What follows belongs to an exercise in optimizing a design on an open flow for small area, a short achievable clock period and few clock cycles per item; a production flow would make more cautious choices.
The RTL was checked by simulation tests, not by an equivalence proof against the original design.

==> trial 15: inputs <==
==> flow/design.v <==
`timescale 1ns / 1ps
package rfa_pkg;
  localparam int OperandWidth = 32;
  localparam int ValueWidth   = 64;
  localparam int QueueDepth   = 2;
  typedef enum logic [1:0] {
    ActAdd = 2'd0,
    ActSub = 2'd1,
    ActMul = 2'd2,
    ActDiv = 2'd3
  } action_e;
  typedef struct packed {
    logic [1:0]         action;
    logic signed [31:0] num_a;
    logic signed [31:0] den_a;
    logic signed [31:0] num_b;
    logic signed [31:0] den_b;
  } in_t;
  typedef struct packed {
    logic               status;
    logic signed [63:0] result_num;
    logic signed [63:0] result_den;
  } out_t;
  typedef struct packed {
    logic                  err;
    logic [ValueWidth-1:0] x;
    logic [ValueWidth-1:0] y;
  } job_t;
  typedef struct packed {
    logic                  busy;
    logic                  done;
    logic [ValueWidth-1:0] quo;
    logic [ValueWidth-1:0] rem;
  } div_rsp_t;
  function automatic logic [ValueWidth-1:0] mag(input logic [ValueWidth-1:0] v);
    mag = v[ValueWidth-1] ? (~v + 1'b1) : v;
  endfunction
  function automatic logic [ValueWidth-1:0] negate_if(input logic neg,
                                                      input logic [ValueWidth-1:0] v);
    negate_if = neg ? (~v + 1'b1) : v;
  endfunction
endpackage
`timescale 1ns / 1ps
module rfa_add #(
  parameter int W = 64
) (
  input  logic [W-1:0] a_i,
  input  logic [W-1:0] b_i,
  input  logic         cin_i,
  output logic [W-1:0] s_o,
  output logic         co_o
);
  localparam int L = $clog2(W);
  logic [L:0][W-1:0] g, p;
  logic [W-1:0] p0;
  assign p0 = a_i ^ b_i;
  assign g[0] = (a_i & b_i) | {{(W-1){1'b0}}, p0[0] & cin_i};
  assign p[0] = p0;
  for (genvar l = 0; l < L; l++) begin : g_lvl
    for (genvar i = 0; i < W; i++) begin : g_bit
      if ((i % (2 << l)) >= (1 << l)) begin : g_node
        localparam int J = i - (i % (2 << l)) + (1 << l) - 1;
        assign g[l+1][i] = g[l][i] | (p[l][i] & g[l][J]);
        assign p[l+1][i] = p[l][i] & p[l][J];
      end else begin : g_pass
        assign g[l+1][i] = g[l][i];
        assign p[l+1][i] = p[l][i];
      end
    end
  end
  assign s_o  = p0 ^ {g[L][W-2:0], cin_i};
  assign co_o = g[L][W-1];
endmodule
`timescale 1ns / 1ps
module rational_fraction_alu (
  input  logic        clk_i,
  input  logic        rst_ni,
  input  logic        in_valid_i,
  output logic        in_ready_o,
  input  logic [1:0]  in_action_i,
  input  logic [31:0] in_num_a_i,
  input  logic [31:0] in_den_a_i,
  input  logic [31:0] in_num_b_i,
  input  logic [31:0] in_den_b_i,
  output logic        out_valid_o,
  input  logic        out_ready_i,
  output logic        out_status_o,
  output logic [63:0] out_num_o,
  output logic [63:0] out_den_o
);
  logic st_idle_q, st_out_q, st_wait_q, st_mul_q, st_comb_q, st_gcd_q, st_fin_q;
  logic st_idle_d, st_out_d, st_wait_d, st_mul_d, st_comb_d, st_gcd_d, st_fin_d;
  logic in_ready_q, out_valid_q;
  logic [63:0] g_q, h_q, a_q, b_q, c_q, d_q;
  logic [63:0] g_d, h_d, a_d, b_d, c_d, d_d;
  logic [5:0]  cnt_q, cnt_d;
  logic        cz_q;                
  logic        act_mul_q, act_div_q, act_add_q, act_as_q;
  logic        sx_q, sx_d, sy_q;
  logic        sub_q, sub_d;        
  logic        par_q, par_d;        
  logic        st1_q, st1_d;        
  logic        eq_q, eq_d;          
  logic        err_q;               
  logic        status_q, status_d;
  logic pa_sh1_q, pa_sh2_q, pa_sub_q, pa_swap_q, pa_ge_q;
  logic one_g_q, two_g_q, one_p_q, two_p_q, one_q_q, two_q_q;
  logic neg_g_q, neg_p_q, neg_q_q;
  logic [63:0] op_g, op_p, op_q;
  logic        sb_g, sb_p, sb_q;
  logic [63:0] sum_g, sum_p, sum_q;
  logic        ge;                
  logic        can1, can2;        
  logic        h_zero;
  logic neg_num, neg_den, type_x;
  assign type_x  = par_q & !eq_q;
  assign neg_num = !type_x & (sx_q ^ sy_q);
  assign neg_den =  type_x & (sx_q ^ sy_q);
  assign op_g = ({64{one_g_q}} & h_q) | ({64{two_g_q}} & {h_q[62:0], 1'b0});
  assign op_p = ({64{one_p_q}} & b_q) | ({64{two_p_q}} & {b_q[62:0], 1'b0}) |
                ({64{st_comb_q}} & c_q);
  assign op_q = ({64{one_q_q}} & h_q) | ({64{two_q_q}} & {h_q[62:0], 1'b0}) |
                ({64{st_comb_q}} & a_q) | ({64{st_gcd_q | st_fin_q}} & d_q);
  assign sb_g = !st_mul_q | neg_g_q;
  assign sb_p = (st_mul_q & neg_p_q) | st_comb_q | (st_fin_q & neg_num);
  assign sb_q = (st_mul_q & neg_q_q) | st_comb_q | (st_fin_q & neg_den);
  logic co_p, co_q;
  rfa_add u_add_g (.a_i(g_q), .b_i(op_g ^ {64{sb_g}}), .cin_i(sb_g), .s_o(sum_g), .co_o(ge));
  rfa_add u_add_p (.a_i(a_q), .b_i(op_p ^ {64{sb_p}}), .cin_i(sb_p), .s_o(sum_p), .co_o(co_p));
  rfa_add u_add_q (.a_i(c_q), .b_i(op_q ^ {64{sb_q}}), .cin_i(sb_q), .s_o(sum_q), .co_o(co_q));
  logic [63:0] cmp1_s, cmp2_s;
  logic        cmp1_c, cmp2_c;
  rfa_add u_cmp1 (.a_i(g_q), .b_i(~{h_q[62:0], 1'b0}), .cin_i(1'b1), .s_o(cmp1_s), .co_o(cmp1_c));
  rfa_add u_cmp2 (.a_i(g_q), .b_i(~{h_q[61:0], 2'b0}), .cin_i(1'b1), .s_o(cmp2_s), .co_o(cmp2_c));
  assign can1   = !h_q[63] && cmp1_c;
  assign can2   = !h_q[63] && !h_q[62] && cmp2_c;
  assign h_zero = (h_q == 64'd0);
  logic bad, accept, take, zero_ac, to_mul, to_err;
  assign bad = (in_den_a_i == 32'd0) || (in_den_b_i == 32'd0) ||
               ((in_action_i == 2'd3) && (in_num_b_i == 32'd0));
  assign accept = in_ready_q & in_valid_i;
  assign take   = out_valid_q & out_ready_i;
  assign to_mul = (st_idle_q & in_valid_i & !bad) | (st_out_q & take & in_valid_i & !bad) |
                  (st_wait_q & take & !err_q);
  assign to_err = (st_idle_q & in_valid_i & bad) | (st_out_q & take & in_valid_i & bad) |
                  (st_wait_q & take & err_q);
  assign zero_ac = to_mul | to_err | (st_gcd_q & h_zero);
  always_comb begin
    st_idle_d = (st_idle_q & !in_valid_i) | (st_out_q & take & !in_valid_i);
    st_wait_d = (st_out_q & !take & in_valid_i) | (st_wait_q & !take);
    st_out_d  = to_err | (st_out_q & !take & !in_valid_i) | st_fin_q;
    st_mul_d  = to_mul | (st_mul_q & !cz_q);
    st_comb_d = st_mul_q & cz_q;
    st_gcd_d  = st_comb_q | (st_gcd_q & !h_zero);
    st_fin_d  = st_gcd_q & h_zero;
  end
  logic dec_sh2, dec_sh1, dec_swap, dec_sub;
  assign dec_sh2  = st_gcd_q & !h_zero & !sub_q & can2;
  assign dec_sh1  = st_gcd_q & !h_zero & !sub_q & !can2 & can1;
  assign dec_swap = st_gcd_q & !h_zero & (sub_q | !can1) & cz_q;
  assign dec_sub  = st_gcd_q & !h_zero & (sub_q | !can1) & !cz_q;
  always_comb begin
    g_d = g_q;
    h_d = h_q;
    cnt_d = cnt_q;
    sx_d = sx_q;
    sub_d = sub_q; par_d = par_q; st1_d = st1_q; eq_d = eq_q;
    if (in_ready_q) begin
      g_d = 64'd0;
      h_d = {{2{in_den_a_i[31]}}, in_den_a_i, 30'd0};
      cnt_d = 6'd15;
    end
    if (st_mul_q) begin
      g_d = sum_g;
      h_d = {{2{h_q[63]}}, h_q[63:2]};
      cnt_d = cnt_q - 6'd1;
    end
    if (st_comb_q) begin
      h_d  = sum_p[63] ? sum_q : sum_p;
      sx_d = sum_p[63];
      cnt_d = 6'd0;
      sub_d = 1'b0;
      par_d = 1'b0;
      st1_d = 1'b1;
      eq_d  = 1'b0;
    end
    if (dec_sh2) begin
      h_d = {h_q[61:0], 2'b00};
      cnt_d = cnt_q + 6'd2;
    end
    if (dec_sh1) begin
      h_d = {h_q[62:0], 1'b0};
      cnt_d = cnt_q + 6'd1;
    end
    if (dec_sub) begin
      if (ge) g_d = sum_g;
      h_d = {1'b0, h_q[63:1]};
      cnt_d = cnt_q - 6'd1;
      sub_d = 1'b1;
    end
    if (dec_swap) begin
      g_d = h_q;
      h_d = ge ? sum_g : g_q;
      sub_d = 1'b0;
      par_d = !par_q;
      st1_d = 1'b0;
      eq_d  = st1_q && !sub_q && ge;
    end
  end
  always_comb begin
    a_d = a_q; b_d = b_q; c_d = c_q; d_d = d_q;
    if (in_ready_q) begin
      b_d = {{2{in_num_a_i[31]}}, in_num_a_i, 30'd0};
      d_d = {in_num_b_i, in_den_b_i};
    end
    if (st_mul_q) begin
      a_d = sum_p;
      c_d = sum_q;
      b_d = {{2{b_q[63]}}, b_q[63:2]};
      d_d = {d_q[61:0], 2'b00};
    end
    if (st_comb_q) begin
      a_d = 64'd1;
      b_d = 64'd0;
      c_d = 64'd0;
      d_d = 64'd1;
    end
    if (pa_sh2_q) begin
      b_d = {b_q[61:0], 2'b00};
      d_d = {d_q[61:0], 2'b00};
    end
    if (pa_sh1_q) begin
      b_d = {b_q[62:0], 1'b0};
      d_d = {d_q[62:0], 1'b0};
    end
    if (pa_sub_q) begin
      if (pa_ge_q) begin
        a_d = sum_p;
        c_d = sum_q;
      end
      b_d = {1'b0, b_q[63:1]};
      d_d = {1'b0, d_q[63:1]};
    end
    if (pa_swap_q) begin
      a_d = b_q;
      b_d = pa_ge_q ? sum_p : a_q;
      c_d = d_q;
      d_d = pa_ge_q ? sum_q : c_q;
    end
    if (st_fin_q) begin
      a_d = sum_p;
      c_d = sum_q;
    end
    if (zero_ac) begin
      a_d = 64'd0;
      c_d = 64'd0;
    end
  end
  logic [2:0] tc_n, td_n, tp_n, tg_n, tq_n;
  logic       n_mul, n_div, n_add, n_as, n_sy;
  always_comb begin
    if (in_ready_q) begin
      tc_n  = in_num_b_i[31:29];
      td_n  = in_den_b_i[31:29];
      n_mul = (in_action_i == 2'd2);
      n_div = (in_action_i == 2'd3);
      n_add = (in_action_i == 2'd0);
      n_as  = !in_action_i[1];
      n_sy  = in_den_a_i[31] ^ ((in_action_i == 2'd3) ? in_num_b_i[31] : in_den_b_i[31]);
    end else begin
      if (st_mul_q) begin
        tc_n = {d_q[61], d_q[60], d_q[59] & (cnt_q != 6'd1)};
        td_n = d_q[29:27];
      end else begin
        tc_n = d_q[63:61];
        td_n = d_q[31:29];
      end
      n_mul = act_mul_q;
      n_div = act_div_q;
      n_add = act_add_q;
      n_as  = act_as_q;
      n_sy  = sy_q;
    end
    tp_n = n_mul ? tc_n : td_n;                    
    tg_n = n_div ? tc_n : td_n;                    
    tq_n = n_as  ? tc_n : 3'b000;                  
  end
  function automatic logic [2:0] booth(input logic [2:0] t);
    booth = {t[1] ^ t[0], (t[2] & !t[1] & !t[0]) | (!t[2] & t[1] & t[0]), t[2] & !(t[1] & t[0])};
  endfunction
  logic [2:0] bp, bg, bq;
  assign bp = booth(tp_n);
  assign bg = booth(tg_n);
  assign bq = booth(tq_n);
  always_ff @(posedge clk_i) begin
    one_p_q <= st_mul_d ? bp[2] : (st_gcd_d | st_fin_d);
    two_p_q <= st_mul_d & bp[1];
    neg_p_q <= bp[0];
    one_g_q <= st_mul_d ? bg[2] : 1'b1;
    two_g_q <= st_mul_d & bg[1];
    neg_g_q <= bg[0] ^ n_sy;
    one_q_q <= st_mul_d & bq[2];
    two_q_q <= st_mul_d & bq[1];
    neg_q_q <= bq[0] ^ n_add;
  end
  always_comb begin
    status_d = status_q;
    if (to_err) status_d = 1'b1;
    if (st_fin_q) status_d = 1'b0;
  end
  always_ff @(posedge clk_i or negedge rst_ni) begin
    if (!rst_ni) begin
      st_idle_q   <= 1'b1;
      st_out_q    <= 1'b0;
      st_wait_q   <= 1'b0;
      st_mul_q    <= 1'b0;
      st_comb_q   <= 1'b0;
      st_gcd_q    <= 1'b0;
      st_fin_q    <= 1'b0;
      in_ready_q  <= 1'b1;
      out_valid_q <= 1'b0;
      pa_sh1_q    <= 1'b0;
      pa_sh2_q    <= 1'b0;
      pa_sub_q    <= 1'b0;
      pa_swap_q   <= 1'b0;
    end else begin
      st_idle_q   <= st_idle_d;
      st_out_q    <= st_out_d;
      st_wait_q   <= st_wait_d;
      st_mul_q    <= st_mul_d;
      st_comb_q   <= st_comb_d;
      st_gcd_q    <= st_gcd_d;
      st_fin_q    <= st_fin_d;
      in_ready_q  <= st_idle_d | st_out_d;
      out_valid_q <= st_out_d | st_wait_d;
      pa_sh1_q    <= dec_sh1;
      pa_sh2_q    <= dec_sh2;
      pa_sub_q    <= dec_sub;
      pa_swap_q   <= dec_swap;
    end
  end
  always_ff @(posedge clk_i) begin
    g_q <= g_d; h_q <= h_d; a_q <= a_d; b_q <= b_d; c_q <= c_d; d_q <= d_d;
    cnt_q <= cnt_d;
    cz_q  <= (cnt_d == 6'd0);
    sx_q <= sx_d;
    sub_q <= sub_d; par_q <= par_d; st1_q <= st1_d; eq_q <= eq_d;
    status_q <= status_d;
    pa_ge_q <= ge;
    act_mul_q <= n_mul;
    act_div_q <= n_div;
    act_add_q <= n_add;
    act_as_q  <= n_as;
    sy_q      <= n_sy;
    if (accept) err_q <= bad;
  end
  assign in_ready_o   = in_ready_q;
  assign out_valid_o  = out_valid_q;
  assign out_status_o = status_q;
  assign out_num_o    = a_q;
  assign out_den_o    = c_q;
endmodule
==> flow/run.sh <==
#!/bin/bash
# synth_recipe.tcl (not shown) runs the flow's synth.tcl, then flattens the netlist and writes it again
# the make line also repeats each setting of config.mk as NAME=value (left out here)
make -C /OpenROAD-flow-scripts/flow DESIGN_CONFIG=/design/flow/config.mk WORK_HOME=/design/flow/orfs CLKGATE_MAP_FILE= SYNTH_SCRIPT=/design/flow/synth_recipe.tcl finish
==> flow/config.mk <==
export PLATFORM = sky130hd
export DESIGN_NAME = rational_fraction_alu
export DESIGN_NICKNAME = rational_fraction_alu
export VERILOG_FILES = /design/flow/design.v
export SDC_FILE = /design/flow/constraint.sdc
export NUM_CORES = 4
export LEC_CHECK = 0
export CAP_MARGIN = 20
export CORE_MARGIN = 2
export CORE_UTILIZATION = 40
export SETUP_SLACK_MARGIN = 5
export SLEW_MARGIN = 20
==> flow/constraint.sdc <==
create_clock -name core_clock -period 11.0 [get_ports {clk_i}]
set_input_delay 2.2000 -clock core_clock [delete_from_list [all_inputs] [get_ports {clk_i}]]
set_output_delay 2.2000 -clock core_clock [all_outputs]
set_load 0.01 [all_outputs]
==> inputs of build 76, as changes to trial 15 <==
--- a/flow/design.v
+++ b/flow/design.v
@@ -90,4 +90,4 @@
 );
-  logic st_idle_q, st_out_q, st_wait_q, st_mul_q, st_comb_q, st_gcd_q, st_fin_q;
-  logic st_idle_d, st_out_d, st_wait_d, st_mul_d, st_comb_d, st_gcd_d, st_fin_d;
+  logic st_idle_q, st_out_q, st_wait_q, st_mul_q, st_comb_q, st_abs_q, st_gcd_q, st_fin_q;
+  logic st_idle_d, st_out_d, st_wait_d, st_mul_d, st_comb_d, st_abs_d, st_gcd_d, st_fin_d;
   logic in_ready_q, out_valid_q;
@@ -107,3 +107,4 @@
   logic one_g_q, two_g_q, one_p_q, two_p_q, one_q_q, two_q_q;
-  logic neg_g_q, neg_p_q, neg_q_q;
+  logic neg_g_q, neg_p_q, neg_q_q;        
+  logic selc_p_q, seld_q_q;
   logic [63:0] op_g, op_p, op_q;
@@ -120,8 +121,8 @@
   assign op_p = ({64{one_p_q}} & b_q) | ({64{two_p_q}} & {b_q[62:0], 1'b0}) |
-                ({64{st_comb_q}} & c_q);
+                ({64{selc_p_q}} & c_q);
   assign op_q = ({64{one_q_q}} & h_q) | ({64{two_q_q}} & {h_q[62:0], 1'b0}) |
-                ({64{st_comb_q}} & a_q) | ({64{st_gcd_q | st_fin_q}} & d_q);
-  assign sb_g = !st_mul_q | neg_g_q;
-  assign sb_p = (st_mul_q & neg_p_q) | st_comb_q | (st_fin_q & neg_num);
-  assign sb_q = (st_mul_q & neg_q_q) | st_comb_q | (st_fin_q & neg_den);
+                ({64{seld_q_q}} & d_q);
+  assign sb_g = neg_g_q;
+  assign sb_p = neg_p_q;
+  assign sb_q = neg_q_q;
   logic co_p, co_q;
@@ -153,3 +154,4 @@
     st_comb_d = st_mul_q & cz_q;
-    st_gcd_d  = st_comb_q | (st_gcd_q & !h_zero);
+    st_abs_d  = st_comb_q;
+    st_gcd_d  = st_abs_q | (st_gcd_q & !h_zero);
     st_fin_d  = st_gcd_q & h_zero;
@@ -157,6 +159,6 @@
   logic dec_sh2, dec_sh1, dec_swap, dec_sub;
-  assign dec_sh2  = st_gcd_q & !h_zero & !sub_q & can2;
-  assign dec_sh1  = st_gcd_q & !h_zero & !sub_q & !can2 & can1;
-  assign dec_swap = st_gcd_q & !h_zero & (sub_q | !can1) & cz_q;
-  assign dec_sub  = st_gcd_q & !h_zero & (sub_q | !can1) & !cz_q;
+  assign dec_sh2  = st_gcd_q & !sub_q & can2;
+  assign dec_sh1  = st_gcd_q & !sub_q & !can2 & can1;
+  assign dec_swap = st_gcd_q & (sub_q | !can1) & cz_q;
+  assign dec_sub  = st_gcd_q & (sub_q | !can1) & !cz_q;
   always_comb begin
@@ -178,4 +180,7 @@
     if (st_comb_q) begin
-      h_d  = sum_p[63] ? sum_q : sum_p;
+      h_d  = sum_p;
       sx_d = sum_p[63];
+    end
+    if (st_abs_q) begin
+      if (sx_q) h_d = sum_q;
       cnt_d = 6'd0;
@@ -222,2 +227,5 @@
     if (st_comb_q) begin
+      c_d = 64'd0;
+    end
+    if (st_abs_q) begin
       a_d = 64'd1;
@@ -297,9 +305,11 @@
     two_p_q <= st_mul_d & bp[1];
-    neg_p_q <= bp[0];
+    neg_p_q <= st_mul_d ? bp[0] : (st_comb_d | (st_fin_d & neg_num));
     one_g_q <= st_mul_d ? bg[2] : 1'b1;
     two_g_q <= st_mul_d & bg[1];
-    neg_g_q <= bg[0] ^ n_sy;
-    one_q_q <= st_mul_d & bq[2];
+    neg_g_q <= st_mul_d ? (bg[0] ^ n_sy) : 1'b1;
+    one_q_q <= st_mul_d ? bq[2] : st_abs_d;
     two_q_q <= st_mul_d & bq[1];
-    neg_q_q <= bq[0] ^ n_add;
+    neg_q_q <= st_mul_d ? (bq[0] ^ n_add) : (st_abs_d | (st_fin_d & neg_den));
+    selc_p_q <= st_comb_d;
+    seld_q_q <= st_gcd_d | st_fin_d;
   end
@@ -317,2 +327,3 @@
       st_comb_q   <= 1'b0;
+      st_abs_q    <= 1'b0;
       st_gcd_q    <= 1'b0;
@@ -331,2 +342,3 @@
       st_comb_q   <= st_comb_d;
+      st_abs_q    <= st_abs_d;
       st_gcd_q    <= st_gcd_d;
@@ -335,6 +347,6 @@
       out_valid_q <= st_out_d | st_wait_d;
-      pa_sh1_q    <= dec_sh1;
-      pa_sh2_q    <= dec_sh2;
-      pa_sub_q    <= dec_sub;
-      pa_swap_q   <= dec_swap;
+      pa_sh1_q    <= dec_sh1 & !h_zero;
+      pa_sh2_q    <= dec_sh2 & !h_zero;
+      pa_sub_q    <= dec_sub & !h_zero;
+      pa_swap_q   <= dec_swap & !h_zero;
     end
==> flow/flow/run.sh (new file) <==
#!/bin/bash
# Standard layout with three changes: ports buffered with buf_4 cells, repair_timing aiming
# further below the clock period, and repair_timing working only on the worst paths.
set -euo pipefail
bash standard.sh SETUP_SLACK_MARGIN=7 TNS_END_PERCENT=0 \
  "BUFFER_PORTS_ARGS=-buffer_cell sky130_fd_sc_hd__buf_4" finish > standard_make.log 2>&1
==> flow/standard.sh (new file) <==
#!/bin/bash
# synth_recipe.tcl (not shown) runs the flow's synth.tcl, then flattens the netlist and writes it again
# the make line also repeats each setting of config.mk as NAME=value (left out here)
make -C /OpenROAD-flow-scripts/flow DESIGN_CONFIG=/design/flow/config.mk WORK_HOME=/design/flow/orfs CLKGATE_MAP_FILE= SYNTH_SCRIPT=/design/flow/synth_recipe.tcl "${@:-finish}"
--- a/flow/config.mk
+++ b/flow/config.mk
@@ -10,3 +10,2 @@
 export CORE_UTILIZATION = 40
-export SETUP_SLACK_MARGIN = 5
 export SLEW_MARGIN = 20
removed: flow/run.sh
==> results.cfg <==
[outcome]
outcome = timing/DRC/antenna clean

[global_routing]
antenna_found_initial = 7

[finish]
final_common_cell = nor2_1

[placed_design]
post-dp-hpwl_mm = 138.3

[floorplan]
tapcell.inserted = 1414

[synthesis]
synth_simple_gate_area_share = 0.1383
Source of the figures above: trial 15

==> results.cfg <==
[outcome]
outcome = timing/DRC/antenna clean

[placed_design]
post-dp-hpwl_mm = 151.3

[finish]
final_common_cell = a21oi_1

[sta]
finalSetupViolations = 0
Source of the figures above: build 76

Testbench counts of trial 15, summed over its fixed seeds: cycles 129,275, items 1,200.
Testbench counts of build 76, summed over its fixed seeds: cycles 130,475, items 1,200.

separate check: timing with driven ports:
In the flow no input, the clock included, has a driving cell. The finished layouts below were timed again as built, in two steps.
Step 1 sets driving cells, clkbuf_16 on the clock port and buf_2 on the other inputs (assumed; they add their load-dependent delay and slew).
Step 2 moves the port delays by t, midway between the first and last clock arrival at a register: inputs arrive t later, outputs are due t later. That takes back most of the time a late clock gives input paths.
a / b / c = no drivers / after step 1 / after step 2; a / b = the first two.
run	shift t [ns]	slack for setup (ns)	latest minus earliest clock arrival (ns)
trial 15	0.764	4.983 / 4.983 / 4.867	0.049 / 0.049
build 76	0.752	6.354 / 6.354 / 5.743	0.042 / 0.041
After both steps setup and hold are still met in every run listed. For build 76, which loses most, drivers alone change the setup slack by 0.000 ns; drivers and shift together by -0.611 ns.
